Source: an optimization exercise on an open RTL-to-GDS flow (aim: small area). Production flows keep margins and buffers that such runs may drop. The RTL was checked by simulation tests, not by an equivalence proof against the original design. The clock port is modelled as an ideal driver; clocking choices that lean on that would not hold on a real chip. No activity file was given, so power comes from the tool's default toggle rates.

==> inputs of sierra <==
// quad_disc_root
module quad_disc_root #(
   parameter int W_IN   = quad_pkg::W_IN_DEF,
   parameter int W_DISC = 2*W_IN + 2,
   parameter int W_ROOT = W_IN + 1
) (
   input  logic                     CLK,
   input  logic                     RST,
   input  logic                     START,
   input  logic signed [W_IN-1:0]   A,
   input  logic signed [W_IN-1:0]   B,
   input  logic signed [W_IN-1:0]   C,
   output logic                     BUSY,
   output logic                     DONE,
   output logic signed [W_DISC-1:0] DISC,
   output logic        [W_ROOT-1:0] SQRT,
   output logic                     EXACT,
   output logic        [1:0]        ST
);
==> module quad_disc_root, before the edit <==
module quad_disc_root #(
   parameter int W_IN   = quad_pkg::W_IN_DEF,
   parameter int W_DISC = 2*W_IN + 2,
   parameter int W_ROOT = W_IN + 1
) (
   input  logic                     CLK,
   input  logic                     RST,
   input  logic                     START,
   input  logic signed [W_IN-1:0]   A,
   input  logic signed [W_IN-1:0]   B,
   input  logic signed [W_IN-1:0]   C,
   output logic                     BUSY,
   output logic                     DONE,
   output logic signed [W_DISC-1:0] DISC,
   output logic        [W_ROOT-1:0] SQRT,
   output logic                     EXACT,
   output logic        [1:0]        ST
);
   localparam int WA = W_ROOT + 2;           
   localparam int WL = W_IN + 3;             
   localparam int WH = W_DISC - W_IN;        
   logic              run_q, done_q, skip_q, rz_q;
   logic [5:0]        cnt_q;
   logic [W_ROOT-1:0] ar_q;     
   logic [W_IN-1:0]   br_q;     
   logic [WA-1:0]     acc_q;    
   logic [WL-1:0]     lo_q;     
   logic [W_DISC-1:0] disc_q;
   logic [W_ROOT-1:0] sqrt_q;
   logic              exact_q;
   logic [1:0]        st_q;
   logic              accept, mul, fin, half, mul_end, ar_zero, dneg;
   logic              pbit, sub, cin;
   logic [4:0]        k;
   logic [WA-1:0]     addend, sum;
   logic [1:0]        pair;
   logic [W_DISC-1:0] dcur;
   function automatic logic [WA-1:0] add_rc(input logic [WA-1:0] x, input logic [WA-1:0] y,
                                            input logic ci);
      logic c;
      c = ci;
      for (int i = 0; i < WA; i++) begin
         add_rc[i] = x[i] ^ y[i] ^ c;
         c         = (x[i] & y[i]) | (c & (x[i] ^ y[i]));
      end
   endfunction
   function automatic logic [5:0] inc6(input logic [5:0] x);
      logic c;
      c = 1'b1;
      for (int i = 0; i < 6; i++) begin
         inc6[i] = x[i] ^ c;
         c       = x[i] & c;
      end
   endfunction
   assign accept  = START & ~run_q;
   assign k       = cnt_q[5:1];
   assign half    = cnt_q[0];
   assign mul     = (cnt_q < 6'd36);
   assign fin     = run_q & (cnt_q == 6'd53);
   assign mul_end = (cnt_q == 6'd35);
   always_comb begin
      for (int i = 0; i < W_IN; i++) dcur[WH+i] = br_q[(i + 2) % W_IN];
      for (int m = 0; m < WH; m++)   dcur[m]    = lo_q[(2*m + 3 + 4*17) % WL];
   end
   assign dneg    = dcur[W_DISC-1];
   assign ar_zero = (ar_q == '0);
   assign pair    = (cnt_q < 6'd44 ? br_q[W_IN-1 -: 2] : {lo_q[12], lo_q[10]}) & {2{~skip_q}};
   assign pbit = half ? lo_q[0] : (~k[4] & ar_q[k[3:0]]);
   assign sub  = half ? (k != 5'd17) : (k == 5'd15);
   quad_isqrt #(.W_ROOT(W_ROOT), .WA(WA)) u_sel (
      .mul_i    (mul),
      .pbit_i   (pbit),
      .sub_i    (sub),
      .y_i      (ar_q),
      .neg_i    (acc_q[WA-1]),
      .pair_i   (pair),
      .addend_o (addend),
      .cin_o    (cin)
   );
   assign sum = add_rc(acc_q, addend, cin);
   logic [WL-1:0] c_slots;
   always_comb begin
      c_slots = '0;
      for (int j = 2; j <= 8; j++) c_slots[2*j+1] = C[j-2];
      for (int i = 0; i <= 8; i++) c_slots[2*i]   = C[7+i];
   end
   logic s_ld, s_b, s_c, s_end, s_r;
   assign s_ld  = accept;
   assign s_b   = ~accept & mul & ~half;
   assign s_c   = ~accept & mul & half & ~mul_end;
   assign s_end = ~accept & mul_end;
   assign s_r   = ~accept & ~mul;
   always_ff @(posedge CLK) begin
      ar_q  <= ({W_ROOT{s_ld}} & {B[W_IN-1], B})
             | ({W_ROOT{s_b | s_c}} & {br_q[W_IN-1], br_q})
             | ({W_ROOT{s_r}} & {ar_q[W_ROOT-2:0], ~sum[WA-1]});
      br_q  <= ({W_IN{s_ld}} & A)
             | ({W_IN{s_b | s_c}} & ar_q[W_IN-1:0])
             | ({W_IN{s_end}} & sum[W_IN:1])
             | ({W_IN{s_r}} & {br_q[W_IN-3:0], br_q[W_IN-1 -: 2]});
      acc_q <= ({WA{s_b}} & sum)
             | ({WA{s_c}} & {sum[WA-1], sum[WA-1:1]})
             | ({WA{s_r}} & {sum[WA-3:0], pair[1] ^ ~pair[0], ~pair[0]});
      lo_q  <= ({WL{s_ld}} & c_slots)
             | ({WL{~s_ld & mul}} & {half ? sum[0] : lo_q[0], lo_q[WL-1:1]})
             | ({WL{s_r}} & {lo_q[WL-5:0], lo_q[WL-1 -: 4]});
      if (s_end) skip_q <= ar_zero | sum[W_IN];
      rz_q <= ((acc_q == '0) | rz_q) & (pair == 2'b00);
   end
   always_ff @(posedge CLK) begin
      cnt_q <= accept ? '0 : inc6(cnt_q);
      run_q <= ~RST & (accept | (run_q & ~fin));
   end
   logic o_ld, o_hold;
   logic [1:0] st_n;
   logic       exact_n;
   assign o_ld   = fin & ~RST;
   assign o_hold = ~fin & ~RST;
   assign st_n    = dneg ? quad_pkg::ST_NONE : skip_q ? quad_pkg::ST_DEGEN :
                    ar_zero ? quad_pkg::ST_DOUBLE : quad_pkg::ST_TWO;
   assign exact_n = ~skip_q & ((acc_q == '0) | rz_q);
   always_ff @(posedge CLK) begin
      done_q  <= o_ld;
      disc_q  <= (({W_DISC{fin}} & dcur)    | ({W_DISC{~fin}} & disc_q)) & {W_DISC{~RST}};
      sqrt_q  <= (({W_ROOT{fin}} & ar_q)    | ({W_ROOT{~fin}} & sqrt_q)) & {W_ROOT{~RST}};
      exact_q <= ((fin & exact_n)           | (~fin & exact_q)) & ~RST;
      st_q    <= (({2{fin}} & st_n)         | ({2{~fin}} & st_q)) & {2{~RST}};
   end
   assign BUSY  = run_q;
   assign DONE  = done_q;
   assign DISC  = disc_q;
   assign SQRT  = sqrt_q;
   assign EXACT = exact_q;
   assign ST    = st_q;
endmodule
Settings: LEC_CHECK=0, ABC_AREA=1, CAP_MARGIN=0, CORE_MARGIN=2, CORE_UTILIZATION=60, SLEW_MARGIN=0; clock period 13.5 ns.
standard.sh (not shown) runs the stock make flow with config.mk's settings and CLKGATE_MAP_FILE= SYNTH_SCRIPT=/design/flow/synth_recipe.tcl, a recipe that flattens the netlist after the stock synthesis.
==> flow/flow/run.sh <==
#!/bin/bash
# The standard layout (standard.sh) with three changes:
#  - synthesis maps the combinational logic with an area-oriented abc script (synth.tcl,
#    area.abc); everything else in it is the standard synthesis;
#  - the smallest buffer (buf_1) on the ports;
#  - a lighter clock tree: clkbuf_4 clock buffers, those with a slow clock edge at their
#    flip-flops upsized after CTS (fixclk.tcl).
set -euo pipefail
here="$(cd "$(dirname "$0")" && pwd)"
export MY_ABC_SCRIPT="$here/area.abc"
export BUFFER_PORTS_ARGS="-buffer_cell sky130_fd_sc_hd__buf_1"
export CTS_ARGS="-sink_clustering_enable -repair_clock_nets -buf_list sky130_fd_sc_hd__clkbuf_4 -dont_use_dummy_load"
export POST_CTS_TCL="$here/fixclk.tcl"
bash standard.sh SYNTH_SCRIPT="$here/synth.tcl" synth > synth.log 2>&1
bash standard.sh > standard.log 2>&1
==> flow/flow/area.abc <==
strash
dc2
dch -f
amap
topo
==> flow/flow/fixclk.tcl <==
# Run after CTS (POST_CTS_TCL): upsize each clock buffer whose flip-flops would see a
# slow clock edge to clkbuf_8, then legalize the placement again.
estimate_parasitics -placement
set slow_drivers {}
foreach pin [all_registers -clock_pins -edge_triggered] {
  set worst 0
  foreach edge {rise fall} {
    foreach analysis {min max} {
      set s [get_property $pin slew_${analysis}_$edge]
      if {$s > $worst} { set worst $s }
    }
  }
  if {$worst > 0.110} {
    foreach drv [get_pins -of_objects [get_nets -of_objects $pin] -filter "direction==output"] {
      lappend slow_drivers [get_cells -of_objects $drv]
    }
  }
}
set n 0
foreach inst [lsort -unique $slow_drivers] {
  set master [get_property $inst ref_name]
  if {[string match sky130_fd_sc_hd__clkbuf_* $master] && $master ne "sky130_fd_sc_hd__clkbuf_8"} {
    replace_cell $inst sky130_fd_sc_hd__clkbuf_8
    incr n
  }
}
puts "fixclk: upsized $n clock buffers"
detailed_placement
estimate_parasitics -placement
==> flow/flow/synth.tcl <==
# synth_recipe.tcl (the standard synthesis), except that abc maps the combinational
# logic with an area-oriented script (area.abc, named by MY_ABC_SCRIPT) instead of
# ORFS's abc_area.script. Flip-flops are mapped before abc, so they are unchanged.
proc synth {args} { yosys synth -nofsm -noshare {*}$args }
proc abc {args} {
  set i [lsearch -exact $args -script]
  if {$i >= 0} { lset args [expr {$i + 1}] $::env(MY_ABC_SCRIPT) }
  yosys abc {*}$args
}
source $::env(SCRIPTS_DIR)/synth.tcl
# left out here: clear keep_hierarchy, flatten, clean up, hide names made inside functions, write 1_2_yosys.v
==> cedar: changes against sierra <==
--- a/flow/design.v
+++ b/flow/design.v
@@ -51,7 +51,7 @@
    localparam int WA = W_ROOT + 2;           
    localparam int WL = W_IN + 3;             
    localparam int WH = W_DISC - W_IN;        
-   logic              run_q, done_q, skip_q, rz_q;
+   logic              run_q, done_q, skip_q;
    logic [5:0]        cnt_q;
    logic [W_ROOT-1:0] ar_q;     
    logic [W_IN-1:0]   br_q;     
@@ -137,7 +137,6 @@
              | ({WL{~s_ld & mul}} & {half ? sum[0] : lo_q[0], lo_q[WL-1:1]})
              | ({WL{s_r}} & {lo_q[WL-5:0], lo_q[WL-1 -: 4]});
       if (s_end) skip_q <= ar_zero | sum[W_IN];
-      rz_q <= ((acc_q == '0) | rz_q) & (pair == 2'b00);
    end
    always_ff @(posedge CLK) begin
       cnt_q <= accept ? '0 : inc6(cnt_q);
@@ -150,13 +149,13 @@
    assign o_hold = ~fin & ~RST;
    assign st_n    = dneg ? quad_pkg::ST_NONE : skip_q ? quad_pkg::ST_DEGEN :
                     ar_zero ? quad_pkg::ST_DOUBLE : quad_pkg::ST_TWO;
-   assign exact_n = ~skip_q & ((acc_q == '0) | rz_q);
+   assign exact_n = ~skip_q & ((acc_q == '0) | (acc_q == ~{1'b0, ar_q, 1'b0}));
    always_ff @(posedge CLK) begin
       done_q  <= o_ld;
-      disc_q  <= (({W_DISC{fin}} & dcur)    | ({W_DISC{~fin}} & disc_q)) & {W_DISC{~RST}};
-      sqrt_q  <= (({W_ROOT{fin}} & ar_q)    | ({W_ROOT{~fin}} & sqrt_q)) & {W_ROOT{~RST}};
-      exact_q <= ((fin & exact_n)           | (~fin & exact_q)) & ~RST;
-      st_q    <= (({2{fin}} & st_n)         | ({2{~fin}} & st_q)) & {2{~RST}};
+      disc_q  <= ({W_DISC{o_ld}} & dcur)    | ({W_DISC{o_hold}} & disc_q);
+      sqrt_q  <= ({W_ROOT{o_ld}} & ar_q)    | ({W_ROOT{o_hold}} & sqrt_q);
+      exact_q <= (o_ld & exact_n)           | (o_hold & exact_q);
+      st_q    <= ({2{o_ld}} & st_n)         | ({2{o_hold}} & st_q);
    end
    assign BUSY  = run_q;
    assign DONE  = done_q;
--- a/flow/config.mk
+++ b/flow/config.mk
@@ -6,7 +6,7 @@
 export NUM_CORES = 4
 export LEC_CHECK = 0
 export ABC_AREA = 1
-export CAP_MARGIN = 0
+export CAP_MARGIN = 20
 export CORE_MARGIN = 2
 export CORE_UTILIZATION = 60
-export SLEW_MARGIN = 0
+export SLEW_MARGIN = 20
==> results.py <==
metrics = {
    "outcome": {
        "status": "timing/DRC/antenna clean",
    },
    "place": {
        "post-place-ws_ns": 3.06,
        "postPlaceCellArea_mm2": 0.00596,
    },
    "finish": {
        "seq_cell_count": 135,
        "final_net_count": 745,
        "drive_gt1_share_pct": 4.49,
        "layout.non_clock_inverters": 78,
        "bufAreaShareNonClock_pct": 7.74,
    },
    "min_path": {
        "hp-start": "sqrt_q[1]",
    },
    "global_route": {
        "use_met1_pct": 41.5,
    },
    "drt": {
        "met3_length_um": 1230,
    },
    "sta": {
        "finalCriticalPeriod_ns": 10.46,
    },
    "yosys": {
        "synthCells": 535,
        "synth_compound_area_share_pct": 27.4,
        "synth_simple_gate_area_share_pct": 8.13,
        "synth-seq-cells": 135,
    },
    "pwr": {
        "powerClk_w": 0.000186,
    },
}
the above is filed under sierra

==> results.py <==
metrics = {
    "yosys": {
        "synth-adder-area-share_pct": 7.91,
        "synth_simple_gate_area_share_pct": 8.75,
        "synth_compound_area_share_pct": 28.6,
        "synth_top_family_by_area": "compound AO/OA/AOI/OAI gates",
    },
    "finish": {
        "layout.non_clock_inverters": 85,
        "bufAreaShareNonClock_pct": 7.83,
        "drive_gt1_share_pct": 4.29,
        "layout_common_cells": "dfxtp_1, buf_1, clkinv_1, o21ai_0, nand2_1",
        "seq_cell_count": 134,
    },
    "global_route": {
        "antenna_found_initial": 0,
        "grt.busiest_layer": "met2",
        "use_met1_pct": 48.5,
    },
    "place": {
        "post-place-ws_ns": 2.97,
        "postPlaceCellArea_mm2": 0.00613,
    },
    "outcome": {
        "status": "timing/DRC/antenna clean",
    },
    "pwr": {
        "leakage_nw": 2.28,
        "powerClk_w": 0.000188,
    },
    "min_path": {
        "hp-start": "disc_q[22]",
    },
    "drt": {
        "met3_length_um": 1710,
    },
    "sta": {
        "finalCriticalPeriod_ns": 10.63,
    },
}
the above is filed under cedar

[afterwards: timing with drivers on the ports]
How much do the figures lean on ideal ports? The routed layouts below were timed once more, with nothing changed but the port constraints.
Step 1: set_driving_cell puts a clkbuf_16 on CLK and a buf_2 on each other input, an assumption about the parent block.
Step 2 times the ports against the registers' clock, not the clock port: input delays grow and output delays shrink by t, the midpoint of the rising clock arrivals with the driver on.
Slacks: ideal ports / drivers / drivers and shift; pairs: ideal ports / drivers.
run	t, ns	setup WS [ns]	hold WS [ns]	worst data-port slew with drivers (ns)
sierra	0.533	3.043 / 3.043 / 3.043	0.457 / 0.457 / 0.457	0.04
cedar	0.533	2.870 / 2.870 / 2.870	0.458 / 0.458 / 0.458	0.05
After both steps setup and hold are still met in every run listed.
